From an optimization exercise on the open Yosys and OpenROAD flow, aimed at small area and a short achievable clock period; shortcuts taken in it are not production practice.
Only simulation tests tie the RTL to the original design; equivalence was not proved.
No activity file was given, so power comes from the tool's default toggle rates.

==> 05-03 <==
==> flow/design.v (excerpt) <==
module approx_inverse_gaussian_cdf #(
    parameter int TABLE_ENTRIES = 16,
    parameter int UNIFORM_BITS  = 32
) (
    input  logic                    i_clk,
    input  logic                    i_rst_n,
    input  logic                    start,
    output logic                    busy,
    input  logic [UNIFORM_BITS-1:0] i_uniform,
    output logic                    o_valid,
    output logic signed [30:0]      o_gaussian
);
==> module aigc_seg, before the edit <==
module aigc_seg (
    input  logic [31:0] i_u,
    output logic [29:0] o_r,
    output logic [15:1] o_oh
);
    logic [30:0] v;
    logic [30:17] any;    
    assign v = i_u[30:0] ^ {31{i_u[31]}};
    always_comb begin
        any[30] = v[30];
        for (int i = 29; i >= 17; i--) any[i] = any[i+1] | v[i];
    end
    always_comb begin
        o_r[16:0] = i_u[16:0];
        for (int i = 17; i <= 29; i++) o_r[i] = i_u[i] & any[i+1];
    end
    always_comb begin
        o_oh[1] = v[30];
        for (int s = 2; s <= 14; s++) o_oh[s] = v[31-s] & ~any[32-s];
        o_oh[15] = ~any[17];
    end
endmodule
Settings: LEC_CHECK=0, CAP_MARGIN=20, CORE_MARGIN=2, CORE_UTILIZATION=40, SLEW_MARGIN=20; clock period 10.0 ns.
standard.sh (not shown) runs the stock make flow with config.mk's settings and CLKGATE_MAP_FILE= SYNTH_SCRIPT=/design/flow/synth_recipe.tcl, a recipe that flattens the netlist after the stock synthesis.
==> flow/flow/run.sh <==
#!/bin/bash
set -euo pipefail
bash standard.sh SETUP_SLACK_MARGIN="${AIGC_SETUP_MARGIN:-6}" finish > flow_make.log 2>&1
==> 06-15: changes against 05-03 <==
--- a/flow/design.v
+++ b/flow/design.v
@@ -3,20 +3,26 @@
     output logic [29:0] o_r,
     output logic [15:1] o_oh
 );
-    logic [30:0] v;
-    logic [30:17] any;    
-    assign v = i_u[30:0] ^ {31{i_u[31]}};
+    logic        up;
+    logic [30:17] any0, any1, any;    
+    assign up = i_u[31];
     always_comb begin
-        any[30] = v[30];
-        for (int i = 29; i >= 17; i--) any[i] = any[i+1] | v[i];
+        any0[30] = i_u[30];
+        any1[30] = ~i_u[30];
+        for (int i = 29; i >= 17; i--) begin
+            any0[i] = any0[i+1] | i_u[i];
+            any1[i] = any1[i+1] | ~i_u[i];
+        end
+        any = up ? any1 : any0;
     end
     always_comb begin
         o_r[16:0] = i_u[16:0];
         for (int i = 17; i <= 29; i++) o_r[i] = i_u[i] & any[i+1];
     end
     always_comb begin
-        o_oh[1] = v[30];
-        for (int s = 2; s <= 14; s++) o_oh[s] = v[31-s] & ~any[32-s];
+        o_oh[1] = up ? ~i_u[30] : i_u[30];
+        for (int s = 2; s <= 14; s++)
+            o_oh[s] = up ? (~i_u[31-s] & ~any1[32-s]) : (i_u[31-s] & ~any0[32-s]);
         o_oh[15] = ~any[17];
     end
 endmodule
==> flow/flow/run.sh (replaced) <==
#!/bin/bash
set -euo pipefail
bash standard.sh SETUP_SLACK_MARGIN="${AIGC_SETUP_MARGIN:-6.6}" finish > flow_make.log 2>&1
CTS_CLUSTER_DIAMETER = 120   (was unset)
CTS_CLUSTER_SIZE = 20   (was unset)
==> 11-17: changes against 05-03 <==
--- a/flow/design.v
+++ b/flow/design.v
@@ -3,20 +3,26 @@
     output logic [29:0] o_r,
     output logic [15:1] o_oh
 );
-    logic [30:0] v;
-    logic [30:17] any;    
-    assign v = i_u[30:0] ^ {31{i_u[31]}};
+    logic        up;
+    logic [30:17] any0, any1, any;    
+    assign up = i_u[31];
     always_comb begin
-        any[30] = v[30];
-        for (int i = 29; i >= 17; i--) any[i] = any[i+1] | v[i];
+        any0[30] = i_u[30];
+        any1[30] = ~i_u[30];
+        for (int i = 29; i >= 17; i--) begin
+            any0[i] = any0[i+1] | i_u[i];
+            any1[i] = any1[i+1] | ~i_u[i];
+        end
+        any = up ? any1 : any0;
     end
     always_comb begin
         o_r[16:0] = i_u[16:0];
         for (int i = 17; i <= 29; i++) o_r[i] = i_u[i] & any[i+1];
     end
     always_comb begin
-        o_oh[1] = v[30];
-        for (int s = 2; s <= 14; s++) o_oh[s] = v[31-s] & ~any[32-s];
+        o_oh[1] = up ? ~i_u[30] : i_u[30];
+        for (int s = 2; s <= 14; s++)
+            o_oh[s] = up ? (~i_u[31-s] & ~any1[32-s]) : (i_u[31-s] & ~any0[32-s]);
         o_oh[15] = ~any[17];
     end
 endmodule
==> flow/flow/run.sh (replaced) <==
#!/bin/bash
set -euo pipefail
bash standard.sh SETUP_SLACK_MARGIN="${AIGC_SETUP_MARGIN:-6.4}" finish > flow_make.log 2>&1
CTS_CLUSTER_DIAMETER = 120   (was unset)
CTS_CLUSTER_SIZE = 20   (was unset)
==> comparison table <==
| item | 06-15 | 05-03 | 11-17 |
|---|---|---|---|
| Outcome | finished clean | finished clean | finished clean |
| Cell type of the slowest stage on the worst timing path | dfxtp_4 | dfxtp_1 | fa_2 |
| Worst hold endpoint | o_gaussian[30]$_DFF_P_ | o_gaussian[30]$_DFF_P_ | o_valid$_SDFF_PN0_ |
| Met3 Track Usage GR | 0.1369 | 0.1333 | 0.1154 |
| Final period util | 0.3450 | 0.3992 | 0.3641 |
| Relative contribution of combinational cells to total power | 0.706 | 0.665 | 0.703 |
| Power drawn by the clock network | 800 uW | 1.41 mW | 753 uW |
| Global-route wire length before repair | 165.0 mm | 166.6 mm | 160.0 mm |
| Relative area of non-clock buffer cells in the final design | 0.08649 | 0.04341 | 0.05380 |
| FF-to-FF path depth | 9 | 10 | 11 |
| Count of buffering cells on the critical path with inverters included | 3 | 3 | 4 |
| Most frequent standard cell in the layout excluding fill and tap cells | xnor2_1 | dfxtp_1 | inv_1 |
| Total routed wire length on the met1 layer | 44.96 mm | 45.58 mm | 44.02 mm |

==> v13 <==
approx_inverse_gaussian_cdf with an RTL version that a note above also has.
export LEC_CHECK = 0
export CAP_MARGIN = 20
export CORE_MARGIN = 2
export CORE_UTILIZATION = 40
export SLEW_MARGIN = 20
create_clock -name core_clock -period 10.0 [get_ports {i_clk}]
==> flow/flow/run.sh <==
#!/bin/bash
set -euo pipefail
bash standard.sh SETUP_SLACK_MARGIN="${AIGC_SETUP_MARGIN:-6.5}" finish > flow_make.log 2>&1
==> inputs of v29, as changes to v13 <==
==> flow/flow/run.sh (replaced) <==
#!/bin/bash
set -euo pipefail
bash standard.sh SETUP_SLACK_MARGIN="${AIGC_SETUP_MARGIN:-6.8}" finish > flow_make.log 2>&1
Settings changed: CTS_CLUSTER_DIAMETER set to 120, CTS_CLUSTER_SIZE set to 20.
==> qor.yml <==
worst_setup_path:
  arrival_ns: 3.83
clock_network:
  clock_latency_ns: 0.54
  cts.htree.levels: 1
power:
  switching_share_pct: 49.10
run_status:
  status: "timing/DRC/antenna clean"
timing:
  max_freq_ghz: 0.2944
routing:
  viasPerCell: 6.748
Source of the figures above: v29

==> qor.yml <==
worst_setup_path:
  arrival_ns: 3.96
run_status:
  status: "timing/DRC/antenna clean"
clock_network:
  cts.htree.levels: 2
synth:
  synth_top_flop_cell: "dfxtp_1"
power:
  switching_share_pct: 47.36
routing:
  viasPerCell: 6.603
Source of the figures above: v13


==> build 17: inputs <==
Starting RTL as in the previous note.
// approx_inverse_gaussian_cdf
module approx_inverse_gaussian_cdf #(
    parameter int TABLE_ENTRIES = 16,
    parameter int UNIFORM_BITS  = 32
) (
    input  logic                    i_clk,
    input  logic                    i_rst_n,
    input  logic                    start,
    output logic                    busy,
    input  logic [UNIFORM_BITS-1:0] i_uniform,
    output logic                    o_valid,
    output logic signed [30:0]      o_gaussian
);
==> flow/config.mk <==
export PLATFORM = sky130hd
export DESIGN_NAME = approx_inverse_gaussian_cdf
export DESIGN_NICKNAME = approx_inverse_gaussian_cdf
export VERILOG_FILES = /design/flow/design.v
export SDC_FILE = /design/flow/constraint.sdc
export NUM_CORES = 4
export LEC_CHECK = 0
export CAP_MARGIN = 20
export CORE_MARGIN = 2
export CORE_UTILIZATION = 55
export CTS_CLUSTER_DIAMETER = 120
export CTS_CLUSTER_SIZE = 20
export SLEW_MARGIN = 20
==> flow/constraint.sdc <==
create_clock -name core_clock -period 10.0 [get_ports {i_clk}]
set_input_delay 2.0000 -clock core_clock [delete_from_list [all_inputs] [get_ports {i_clk}]]
set_output_delay 2.0000 -clock core_clock [all_outputs]
set_load 0.01 [all_outputs]
==> flow/flow/run.sh <==
#!/bin/bash
set -euo pipefail
bash standard.sh SETUP_SLACK_MARGIN="${AIGC_SETUP_MARGIN:-6.5}" finish > flow_make.log 2>&1
==> inputs of trial 15, as changes to build 17 <==
Settings changed: CORE_UTILIZATION 55 to 40.
==> results.txt <==
In combinational power, trial 15 and build 17 hardly differ.
Worst setup slack: build 17 is worse than trial 15 (0.048 ns).
In sequential power, build 17 and trial 15 hardly differ.
Against build 17, the cell count of trial 15 is higher by about 6%.
Of trial 15 and build 17, build 17 has the higher core utilization (gap 17 points).
==> figures <==
item	trial 15	build 17
Run status	timing/DRC/antenna clean	timing/DRC/antenna clean
Met1 Resource Use GR	0.405	0.511
Worst endpoint data arrival time	3.93 ns	3.97 ns
Buffer share of cell area	0.0578	0.0590
Path length in cells of the critical path	11	8
Worst-path maximum fanout	26	10
Util after Layout	0.445	0.611
Relative area of clock buffers and inverters in the final design	0.0165	0.0167
Total number of nets in the final design	3250	3240
FMAX	285 MHz	281 MHz
Total internal power	4690 uW	4730 uW
M1 wire length	43600 um	39000 um

==> re-timing with driven ports <==
The flow's constraints put no driver on any port. The routed layouts listed below were extracted and timed again, unchanged, in two steps. Step 1 sets driving cells, clkbuf_16 on the clock port and buf_2 on the other inputs (assumed; they add their load-dependent delay and slew). Step 2 moves the port delays by t, midway between the first and last clock arrival at a register: inputs arrive t later, outputs are due t later. That takes back most of the time a late clock gives input paths. Three values: ideal ports, drivers, drivers and shift; two values: the first two.
run	t (ns)	slack for setup (ns)	hold slack, ns	pins driven straight from the clock port
05-03	0.612	6.008 / 6.008 / 5.523	0.423 / 0.423 / 0.423	1
06-15	0.628	6.550 / 6.550 / 5.957	0.430 / 0.430 / 0.430	1
11-17	0.587	6.359 / 6.359 / 5.892	0.423 / 0.423 / 0.423	1
v13	0.621	6.467 / 6.467 / 5.969	0.432 / 0.432 / 0.432	1
v29	0.603	6.603 / 6.603 / 6.010	0.435 / 0.435 / 0.435	1
build 17	0.593	6.445 / 6.445 / 5.935	0.438 / 0.438 / 0.438	1
trial 15	0.598	6.493 / 6.493 / 5.981	0.426 / 0.426 / 0.426	1
After both steps every run listed still meets setup and hold.
